Source: an optimization exercise on an open RTL-to-GDS flow (aim: small area). Production flows keep margins and buffers that such runs may drop. At most, simulation tests tie the RTL to the original design; equivalence was not proved. The flow treats the clock pin as an ideal source, which a real chip does not have. Power figures rest on the tool's default switching activity, not on a simulated workload.

==> job 3040 <==
==> flow/design.v (excerpt) <==
module regfile_2r2w (
    input  logic        clk,
    input  logic        rst_n,
    input  logic [9:0]  rd_addr,     
    output logic [63:0] rd_data,     
    output logic [1:0]  rd_busy,
    input  logic [1:0]  wr_en,
    input  logic [9:0]  wr_addr,     
    input  logic [63:0] wr_data,     
    input  logic        rsv_en,
    input  logic [4:0]  rsv_addr,
    input  logic        flush,
    output logic [5:0]  busy_count
);
clock: 8.0 ns
lec_check: 0
cap_margin: 20
core_margin: 2
core_utilization: 50
gpl_timing_driven: 0
place_density: 0.6
setup_slack_margin: 0.2
slew_margin: 10
synth_hierarchical: 1
synth_minimum_keep_size: 0
standard.sh (not shown) runs the stock make flow with config.mk's settings and CLKGATE_MAP_FILE= SYNTH_SCRIPT=/design/flow/synth_recipe.tcl, a recipe that flattens the netlist after the stock synthesis.
==> flow/flow/run.sh <==
#!/bin/bash
# Own layout flow: the standard ORFS flow (standard synthesis unchanged),
# with layout-only settings changed:
#  - gates start the layout at drive strength 1 (flow/downsize.tcl, run at the
#    end of floorplan, which also removes synthesis buffers);
#  - after placement, flow/size_drivers.tcl sizes up the drivers of nets with
#    slow slews before repair_design, which then has little left to buffer;
#  - port buffers are buf_1;
#  - the clock tree uses clkbuf_4 buffers over small sink clusters,
#    without dummy loads; flow/post_cts.tcl then sizes up any leaf buffer whose
#    flip-flop clock pins would see too slow a slew.
set -euo pipefail
here=$(pwd)
bash standard.sh \
    "POST_FLOORPLAN_TCL=$here/flow/downsize.tcl" \
    "PRE_RESIZE_TCL=$here/flow/size_drivers.tcl" \
    "POST_CTS_TCL=$here/flow/post_cts.tcl" \
    "BUFFER_PORTS_ARGS=-buffer_cell sky130_fd_sc_hd__buf_1" \
    "CTS_ARGS=-sink_clustering_enable -repair_clock_nets -dont_use_dummy_load -buf_list {sky130_fd_sc_hd__clkbuf_4} -sink_clustering_size 14 -sink_clustering_max_diameter 80" \
    finish > standard_flow.log 2>&1
==> flow/flow/post_cts.tcl <==
set clk_slew_target_ps 105.0
set clk_sizes {sky130_fd_sc_hd__clkbuf_1 sky130_fd_sc_hd__clkbuf_2 sky130_fd_sc_hd__clkbuf_4 sky130_fd_sc_hd__clkbuf_8 sky130_fd_sc_hd__clkbuf_16}
proc clk_pin_worst_slew_ps {pin} {
    set worst 0.0
    foreach edge {rise fall} {
        foreach analysis {min max} {
            set s [get_property $pin slew_${analysis}_$edge]
            if {[string is double -strict $s]} {
                set worst [expr {max($worst, [sta::time_ui_sta $s] * 1e12)}]
            }
        }
    }
    return $worst
}
for {set pass 0} {$pass < 4} {incr pass} {
    estimate_parasitics -placement
    set slow [dict create]
    set worst_all 0.0
    foreach pin [all_registers -clock_pins -edge_triggered] {
        set w [clk_pin_worst_slew_ps $pin]
        set worst_all [expr {max($worst_all, $w)}]
        if {$w <= $clk_slew_target_ps} { continue }
        set net [get_nets -of_objects $pin]
        foreach dp [get_pins -quiet -of_objects $net -filter "direction==output"] {
            dict set slow [get_full_name [get_cells -of_objects $dp]] 1
        }
    }
    puts "post_cts.tcl: pass $pass, worst clock-pin slew [format %.1f $worst_all] ps, [dict size $slow] drivers to size up"
    if {[dict size $slow] == 0} { break }
    foreach name [dict keys $slow] {
        set inst [get_cells $name]
        set ref [get_property $inst ref_name]
        set i [lsearch $clk_sizes $ref]
        if {$i < 0 || $i == [llength $clk_sizes] - 1} { continue }
        replace_cell $inst [lindex [get_lib_cells */[lindex $clk_sizes [expr {$i + 1}]]] 0]
    }
}
==> flow/flow/size_drivers.tcl <==
estimate_parasitics -placement
set sd_target_ns 1.1
proc sd_slew_ns {pin} {
    set w 0.0
    foreach e {rise fall} {
        set s [get_property $pin slew_max_$e]
        if {[string is double -strict $s]} { set w [expr {max($w, [sta::time_ui_sta $s] * 1e9)}] }
    }
    return $w
}
proc sd_family {ref} {
    if {![regexp {^(sky130_fd_sc_hd__[a-z0-9]+)_([0-9]+)$} $ref -> base drive]} { return {} }
    set out {}
    foreach d {1 2 3 4 6 8 12 16} {
        if {$d <= $drive} { continue }
        set lc [get_lib_cells -quiet */${base}_$d]
        if {[llength $lc] && ![get_property [lindex $lc 0] dont_use]} { lappend out [lindex $lc 0] }
    }
    return $out
}
set sd_count 0
set sd_area0 [rsz::design_area]
for {set pass 0} {$pass < 2} {incr pass} {
    foreach inst [get_cells *] {
        set ref [get_property $inst ref_name]
        if {[regexp {__(df|edf|sdf|dl|tap|fill|decap|conb|clk)} $ref]} { continue }
        foreach pin [get_pins -of_objects $inst -filter "direction==output"] {
            if {[sd_slew_ns $pin] <= $sd_target_ns} { continue }
            foreach lc [sd_family [get_property $inst ref_name]] {
                replace_cell $inst $lc
                incr sd_count
                if {[sd_slew_ns $pin] <= $sd_target_ns} { break }
            }
        }
    }
}
puts "size_drivers.tcl: $sd_count resizes, area +[format %.1f [expr {([rsz::design_area] - $sd_area0) * 1e12}]] um2"
Other scripts of this flow, unchanged in this note and not shown: flow/flow/downsize.tcl
==> job 928 (differences from job 3040) <==
--- a/flow/design.v
+++ b/flow/design.v
@@ -6,19 +6,19 @@
     typedef logic [AW_DEFAULT-1:0]   reg_addr_t;
     typedef logic [XLEN_DEFAULT-1:0] xlen_t;
 endpackage
 module rf_busy_next (
     input  logic busy,
     input  logic hn,
-    input  logic slo, shi,        
-    input  logic flush_n,
+    input  logic rlo_n, rhi_n,    
+    input  logic flush,
     output logic free,
     output logic d
 );
     assign free = busy & ~hn;
-    assign d    = (free & flush_n) | (slo & shi);
+    assign d    = ~flush & (free | ~(rlo_n | rhi_n));
 endmodule
 module rf_busy_read (
     input  logic [31:1] free,
     input  logic [3:0]  lo,
     input  logic [7:0]  hi,
     output logic        b
@@ -59,12 +59,18 @@
 module rf_aoi22 (
     input  logic a1, a2, b1, b2,
     output logic y
 );
     assign y = ~((a1 & a2) | (b1 & b2));
 endmodule
+module rf_aoi21 (
+    input  logic a1, a2, b1,
+    output logic y
+);
+    assign y = ~((a1 & a2) | b1);
+endmodule
 module rf_nor4 (
     input  logic a, b, c, d,
     output logic y
 );
     assign y = ~(a | b | c | d);
 endmodule
@@ -134,12 +140,29 @@
     input  logic a, b, c,
     output logic s, co
 );
     assign s  = a ^ b ^ c;
     assign co = (a & b) | (a & c) | (b & c);
 endmodule
+module rf_predec2 (
+    input  logic [1:0] a,
+    input  logic       en,
+    output logic [3:0] y_n
+);
+    for (genvar m = 0; m < 4; m++) begin : g_m
+        assign y_n[m] = ~(en & (a == 2'(m)));
+    end
+endmodule
+module rf_predec3 (
+    input  logic [2:0] a,
+    output logic [7:0] y_n
+);
+    for (genvar m = 0; m < 8; m++) begin : g_m
+        assign y_n[m] = ~(a == 3'(m));
+    end
+endmodule
 module rf_predec2p (
     input  logic [1:0] a,
     input  logic       en,
     output logic [3:0] y
 );
     for (genvar m = 0; m < 4; m++) begin : g_m
@@ -151,33 +174,40 @@
     output logic [7:0] y
 );
     for (genvar m = 0; m < 8; m++) begin : g_m
         assign y[m] = (a == 3'(m));
     end
 endmodule
+module rf_nand2b (
+    input  logic an, b,
+    output logic y
+);
+    assign y = an | ~b;
+endmodule
 module rf_wctrl (
     input  logic lo0, hi0,
     input  logic lo1, hi1,
     output logic hn,        
     output logic w0n,       
     output logic w1         
 );
-    logic wr0_n, wr1_n, w0;
-    rf_nand2 u_a  (.a(lo0), .b(hi0), .y(wr0_n));
-    rf_nand2 u_b  (.a(lo1), .b(hi1), .y(wr1_n));
-    rf_inv   u_w1 (.a(wr1_n), .y(w1));
-    rf_nand2 u_hn (.a(wr0_n), .b(wr1_n), .y(hn));
-    rf_nor2  u_w0 (.a(wr0_n), .b(w1), .y(w0));
-    rf_inv   u_wn (.a(w0), .y(w0n));
+    logic wr0_n, wr1_n;
+    rf_nand2  u_a  (.a(lo0), .b(hi0), .y(wr0_n));
+    rf_nand2  u_b  (.a(lo1), .b(hi1), .y(wr1_n));
+    rf_inv    u_w1 (.a(wr1_n), .y(w1));
+    rf_nand2  u_hn (.a(wr0_n), .b(wr1_n), .y(hn));
+    rf_nand2b u_w0 (.an(wr0_n), .b(wr1_n), .y(w0n));
 endmodule
 module rf_vis (
     input  logic valid,
     input  logic hn,
     output logic vis
 );
-    assign vis = valid | hn;
+    logic vis_n;
+    rf_nor2 u_n (.a(valid), .b(hn), .y(vis_n));
+    rf_inv  u_v (.a(vis_n), .y(vis));
 endmodule
 module rf_rsel (
     input  logic lo, hi, vis,
     output logic sel
 );
     logic sel_n;
@@ -200,33 +230,31 @@
 );
     logic [31:0] wd0, wd1n;
     logic [3:0]  wlo [2];          
     logic [7:0]  whi [2];          
     logic [3:0]  rlo [2];          
     logic [7:0]  rhi [2];
-    logic [3:0]  slo;              
-    logic [7:0]  shi;
-    logic        flush_n;
+    logic [3:0]  slo_n;            
+    logic [7:0]  shi_n;
     logic [31:1] hn, w0n, w1;      
     logic [31:1] valid;            
     logic [31:1] vis;              
     logic [31:1] busy, busy_d;
     logic [31:1] free;             
     logic [31:0] q  [1:31];        
     logic [31:0] dn [1:31];        
     assign wd0  = wr_data[31:0];
     assign wd1n = ~wr_data[63:32];
     for (genvar j = 0; j < 2; j++) begin : g_dec
-        rf_predec2p u_wlo (.a(wr_addr[5*j +: 2]), .en(wr_en[j]), .y(wlo[j]));
+        rf_predec2p u_wlo (.a(wr_addr[5*j +: 2]), .en(wr_en[j] & rst_n), .y(wlo[j]));
         rf_predec3p u_whi (.a(wr_addr[5*j+2 +: 3]), .y(whi[j]));
-        rf_predec2p u_rlo (.a(rd_addr[5*j +: 2]), .en(rst_n), .y(rlo[j]));
+        rf_predec2p u_rlo (.a(rd_addr[5*j +: 2]), .en(1'b1), .y(rlo[j]));
         rf_predec3p u_rhi (.a(rd_addr[5*j+2 +: 3]), .y(rhi[j]));
     end
-    assign flush_n = ~flush;
-    rf_predec2p u_slo (.a(rsv_addr[1:0]), .en(rsv_en & flush_n), .y(slo));
-    rf_predec3p u_shi (.a(rsv_addr[4:2]), .y(shi));
+    rf_predec2 u_slo (.a(rsv_addr[1:0]), .en(rsv_en), .y_n(slo_n));
+    rf_predec3 u_shi (.a(rsv_addr[4:2]), .y_n(shi_n));
     for (genvar k = 1; k < 32; k++) begin : g_reg
         rf_wctrl u_wctrl (
             .lo0(wlo[0][k%4]), .hi0(whi[0][k/4]),
             .lo1(wlo[1][k%4]), .hi1(whi[1][k/4]),
             .hn(hn[k]), .w0n(w0n[k]), .w1(w1[k])
         );
@@ -235,14 +263,14 @@
             .hn(hn[k]), .w0n(w0n[k]), .w1(w1[k]),
             .d(dn[k])
         );
         rf_vis u_vis (.valid(valid[k]), .hn(hn[k]), .vis(vis[k]));
         rf_busy_next u_busy (
             .busy(busy[k]), .hn(hn[k]),
-            .slo(slo[k%4]), .shi(shi[k/4]),
-            .flush_n(flush_n), .free(free[k]), .d(busy_d[k])
+            .rlo_n(slo_n[k%4]), .rhi_n(shi_n[k/4]),
+            .flush(flush), .free(free[k]), .d(busy_d[k])
         );
     end
     always_ff @(posedge clk) begin
         for (int k = 1; k < 32; k++) begin
             q[k] <= dn[k];
         end
--- a/flow/flow/post_cts.tcl
+++ b/flow/flow/post_cts.tcl
@@ -1,7 +1,7 @@
-set clk_slew_target_ps 105.0
+set clk_slew_target_ps 100.0
 set clk_sizes {sky130_fd_sc_hd__clkbuf_1 sky130_fd_sc_hd__clkbuf_2 sky130_fd_sc_hd__clkbuf_4 sky130_fd_sc_hd__clkbuf_8 sky130_fd_sc_hd__clkbuf_16}
 proc clk_pin_worst_slew_ps {pin} {
     set worst 0.0
     foreach edge {rise fall} {
         foreach analysis {min max} {
             set s [get_property $pin slew_${analysis}_$edge]
--- a/flow/flow/size_drivers.tcl
+++ b/flow/flow/size_drivers.tcl
@@ -1,8 +1,8 @@
 estimate_parasitics -placement
-set sd_target_ns 1.1
+set sd_target_ns 1.0
 proc sd_slew_ns {pin} {
     set w 0.0
     foreach e {rise fall} {
         set s [get_property $pin slew_max_$e]
         if {[string is double -strict $s]} { set w [expr {max($w, [sta::time_ui_sta $s] * 1e9)}] }
     }
==> flow/config.mk (replaced) <==
export PLATFORM = sky130hd
export DESIGN_NAME = regfile_2r2w
export DESIGN_NICKNAME = regfile_2r2w
export VERILOG_FILES = /design/flow/design.v
export SDC_FILE = /design/flow/constraint.sdc
export NUM_CORES = 8
export LEC_CHECK = 0
export CAP_MARGIN = 20
export CORE_MARGIN = 2
export CORE_UTILIZATION = 40
export GPL_TIMING_DRIVEN = 0
export PLACE_DENSITY = 0.5
export SETUP_SLACK_MARGIN = 0.2
export SLEW_MARGIN = 20
export SYNTH_HIERARCHICAL = 1
export SYNTH_MINIMUM_KEEP_SIZE = 0
==> job 4793 (differences from job 3040) <==
==> flow/config.mk (replaced) <==
export PLATFORM = sky130hd
export DESIGN_NAME = regfile_2r2w
export DESIGN_NICKNAME = regfile_2r2w
export VERILOG_FILES = /design/flow/design.v
export SDC_FILE = /design/flow/constraint.sdc
export NUM_CORES = 8
export LEC_CHECK = 0
export CAP_MARGIN = 20
export CORE_MARGIN = 2
export CORE_UTILIZATION = 55
export GPL_TIMING_DRIVEN = 0
export PLACE_DENSITY = 0.65
export SETUP_SLACK_MARGIN = 0.2
export SLEW_MARGIN = 10
export SYNTH_HIERARCHICAL = 1
export SYNTH_MINIMUM_KEEP_SIZE = 0
==> job 442 (differences from job 3040) <==
--- a/flow/design.v
+++ b/flow/design.v
@@ -59,12 +59,18 @@
 module rf_aoi22 (
     input  logic a1, a2, b1, b2,
     output logic y
 );
     assign y = ~((a1 & a2) | (b1 & b2));
 endmodule
+module rf_aoi21 (
+    input  logic a1, a2, b1,
+    output logic y
+);
+    assign y = ~((a1 & a2) | b1);
+endmodule
 module rf_nor4 (
     input  logic a, b, c, d,
     output logic y
 );
     assign y = ~(a | b | c | d);
 endmodule
@@ -134,12 +140,29 @@
     input  logic a, b, c,
     output logic s, co
 );
     assign s  = a ^ b ^ c;
     assign co = (a & b) | (a & c) | (b & c);
 endmodule
+module rf_predec2 (
+    input  logic [1:0] a,
+    input  logic       en,
+    output logic [3:0] y_n
+);
+    for (genvar m = 0; m < 4; m++) begin : g_m
+        assign y_n[m] = ~(en & (a == 2'(m)));
+    end
+endmodule
+module rf_predec3 (
+    input  logic [2:0] a,
+    output logic [7:0] y_n
+);
+    for (genvar m = 0; m < 8; m++) begin : g_m
+        assign y_n[m] = ~(a == 3'(m));
+    end
+endmodule
 module rf_predec2p (
     input  logic [1:0] a,
     input  logic       en,
     output logic [3:0] y
 );
     for (genvar m = 0; m < 4; m++) begin : g_m
@@ -151,26 +174,31 @@
     output logic [7:0] y
 );
     for (genvar m = 0; m < 8; m++) begin : g_m
         assign y[m] = (a == 3'(m));
     end
 endmodule
+module rf_nand2b (
+    input  logic an, b,
+    output logic y
+);
+    assign y = an | ~b;
+endmodule
 module rf_wctrl (
     input  logic lo0, hi0,
     input  logic lo1, hi1,
     output logic hn,        
     output logic w0n,       
     output logic w1         
 );
-    logic wr0_n, wr1_n, w0;
-    rf_nand2 u_a  (.a(lo0), .b(hi0), .y(wr0_n));
-    rf_nand2 u_b  (.a(lo1), .b(hi1), .y(wr1_n));
-    rf_inv   u_w1 (.a(wr1_n), .y(w1));
-    rf_nand2 u_hn (.a(wr0_n), .b(wr1_n), .y(hn));
-    rf_nor2  u_w0 (.a(wr0_n), .b(w1), .y(w0));
-    rf_inv   u_wn (.a(w0), .y(w0n));
+    logic wr0_n, wr1_n;
+    rf_nand2  u_a  (.a(lo0), .b(hi0), .y(wr0_n));
+    rf_nand2  u_b  (.a(lo1), .b(hi1), .y(wr1_n));
+    rf_inv    u_w1 (.a(wr1_n), .y(w1));
+    rf_nand2  u_hn (.a(wr0_n), .b(wr1_n), .y(hn));
+    rf_nand2b u_w0 (.an(wr0_n), .b(wr1_n), .y(w0n));
 endmodule
 module rf_vis (
     input  logic valid,
     input  logic hn,
     output logic vis
 );
@@ -213,15 +241,15 @@
     logic [31:1] free;             
     logic [31:0] q  [1:31];        
     logic [31:0] dn [1:31];        
     assign wd0  = wr_data[31:0];
     assign wd1n = ~wr_data[63:32];
     for (genvar j = 0; j < 2; j++) begin : g_dec
-        rf_predec2p u_wlo (.a(wr_addr[5*j +: 2]), .en(wr_en[j]), .y(wlo[j]));
+        rf_predec2p u_wlo (.a(wr_addr[5*j +: 2]), .en(wr_en[j] & rst_n), .y(wlo[j]));
         rf_predec3p u_whi (.a(wr_addr[5*j+2 +: 3]), .y(whi[j]));
-        rf_predec2p u_rlo (.a(rd_addr[5*j +: 2]), .en(rst_n), .y(rlo[j]));
+        rf_predec2p u_rlo (.a(rd_addr[5*j +: 2]), .en(1'b1), .y(rlo[j]));
         rf_predec3p u_rhi (.a(rd_addr[5*j+2 +: 3]), .y(rhi[j]));
     end
     assign flush_n = ~flush;
     rf_predec2p u_slo (.a(rsv_addr[1:0]), .en(rsv_en & flush_n), .y(slo));
     rf_predec3p u_shi (.a(rsv_addr[4:2]), .y(shi));
     for (genvar k = 1; k < 32; k++) begin : g_reg
--- a/flow/flow/post_cts.tcl
+++ b/flow/flow/post_cts.tcl
@@ -1,7 +1,7 @@
-set clk_slew_target_ps 105.0
+set clk_slew_target_ps 100.0
 set clk_sizes {sky130_fd_sc_hd__clkbuf_1 sky130_fd_sc_hd__clkbuf_2 sky130_fd_sc_hd__clkbuf_4 sky130_fd_sc_hd__clkbuf_8 sky130_fd_sc_hd__clkbuf_16}
 proc clk_pin_worst_slew_ps {pin} {
     set worst 0.0
     foreach edge {rise fall} {
         foreach analysis {min max} {
             set s [get_property $pin slew_${analysis}_$edge]
--- a/flow/flow/size_drivers.tcl
+++ b/flow/flow/size_drivers.tcl
@@ -1,8 +1,8 @@
 estimate_parasitics -placement
-set sd_target_ns 1.1
+set sd_target_ns 1.0
 proc sd_slew_ns {pin} {
     set w 0.0
     foreach e {rise fall} {
         set s [get_property $pin slew_max_$e]
         if {[string is double -strict $s]} { set w [expr {max($w, [sta::time_ui_sta $s] * 1e9)}] }
     }
==> flow/config.mk (replaced) <==
export PLATFORM = sky130hd
export DESIGN_NAME = regfile_2r2w
export DESIGN_NICKNAME = regfile_2r2w
export VERILOG_FILES = /design/flow/design.v
export SDC_FILE = /design/flow/constraint.sdc
export NUM_CORES = 8
export LEC_CHECK = 0
export CAP_MARGIN = 20
export CORE_MARGIN = 2
export CORE_UTILIZATION = 40
export GPL_TIMING_DRIVEN = 0
export PLACE_DENSITY = 0.5
export SETUP_SLACK_MARGIN = 0.2
export SLEW_MARGIN = 20
export SYNTH_HIERARCHICAL = 1
export SYNTH_MINIMUM_KEEP_SIZE = 0
==> notes.md <==
| quantity | job 4793 | job 442 | job 3040 | job 928 |
|---|---|---|---|---|
| Multi-input gates | 3365 | 3375 | 3365 | 3405 |
| Total Wirelength | 239000 um | 262000 um | 251000 um | 257000 um |
| Mapped Avg Cell Area | 9.68 um^2 | 9.73 um^2 | 9.68 um^2 | 9.64 um^2 |
| Initial DRT Pass Iterations | 15 | 13 | 13 | 14 |
| Reg-to-reg critical path startpoint | busy[23]$_DFF_PN0_ | busy[8]$_DFF_PN0_ | busy[17]$_DFF_PN0_ | busy[2]$_DFF_PN0_ |
| Fin crit period | 7.67 ns | 7.91 ns | 7.79 ns | 7.75 ns |
| Post-layout nets | 4956 | 4928 | 4956 | 4989 |
| Wire length per cell | 39.9 um | 41.3 um | 41.1 um | 40.1 um |
| DIE AREA | 87900 um^2 | 120000 um^2 | 96600 um^2 | 121000 um^2 |
| Critical Path Start | wr_addr[6] | rst_n | wr_en[0] | rst_n |
| Fraction of post-synthesis cell area in the top cell type by area | 0.422 | 0.422 | 0.422 | 0.421 |
| Clock Power Share | 0.206 | 0.236 | 0.208 | 0.236 |
| Proportion of power drawn by flip-flops and latches | 0.544 | 0.532 | 0.542 | 0.531 |
| Global-route wire length before repair | 337000 um | 360000 um | 348000 um | 353000 um |
| Share of post-route cells with drive strength above 1 | 0.0643 | 0.0647 | 0.0648 | 0.0639 |
| Layout buffering overhead excluding clock cells | 0.0170 | 0.0136 | 0.0171 | 0.0136 |
| Switching share of power | 0.332 | 0.326 | 0.335 | 0.327 |
| Outcome | timing/DRC/antenna clean | timing/DRC/antenna clean | timing/DRC/antenna clean | timing/DRC/antenna clean |
| Met3 track demand over resource in global routing | 0.273 | 0.137 | 0.218 | 0.133 |
| Cell depth of the worst min-delay path | 1 | 1 | 1 | 2 |
| Filler cell count | 7906 | 11600 | 8881 | 11800 |
No functional check of the RTL was part of job 928.

-- separate check: timing with driven ports --
No port has a modelled driver above. Below, the same layouts with a new extraction and two added sets of constraints.
Step 1 (the two cells are an assumption about what drives the block):
set clk [get_ports {clk}]
set_driving_cell -lib_cell sky130_fd_sc_hd__clkbuf_16 $clk
set_driving_cell -lib_cell sky130_fd_sc_hd__buf_2 [delete_from_list [all_inputs] $clk]
Step 2 also shifts input and output timing later by t, the mid clock arrival at the registers, as if the neighbouring blocks saw the same clock.
Slacks: ideal / step 1 / step 2; pairs: ideal / step 1.
run	t (ns)	slack for setup (ns)	worst setup path after step 2	worst data-port slew with drivers (ns)	cell pins on the clock port's net
job 3040	1.151	0.211 / 0.054 / 0.054	input to output	0.23	1
job 928	1.172	0.248 / 0.218 / 0.218	input to output	0.09	1
job 4793	1.033	0.330 / 0.307 / 0.307	input to output	0.14	1
job 442	1.163	0.091 / 0.061 / 0.061	input to output	0.10	1
After both steps setup and hold are still met in every run listed. For job 3040, which loses most, drivers alone change the setup slack by -0.157 ns; drivers and shift together by -0.157 ns.
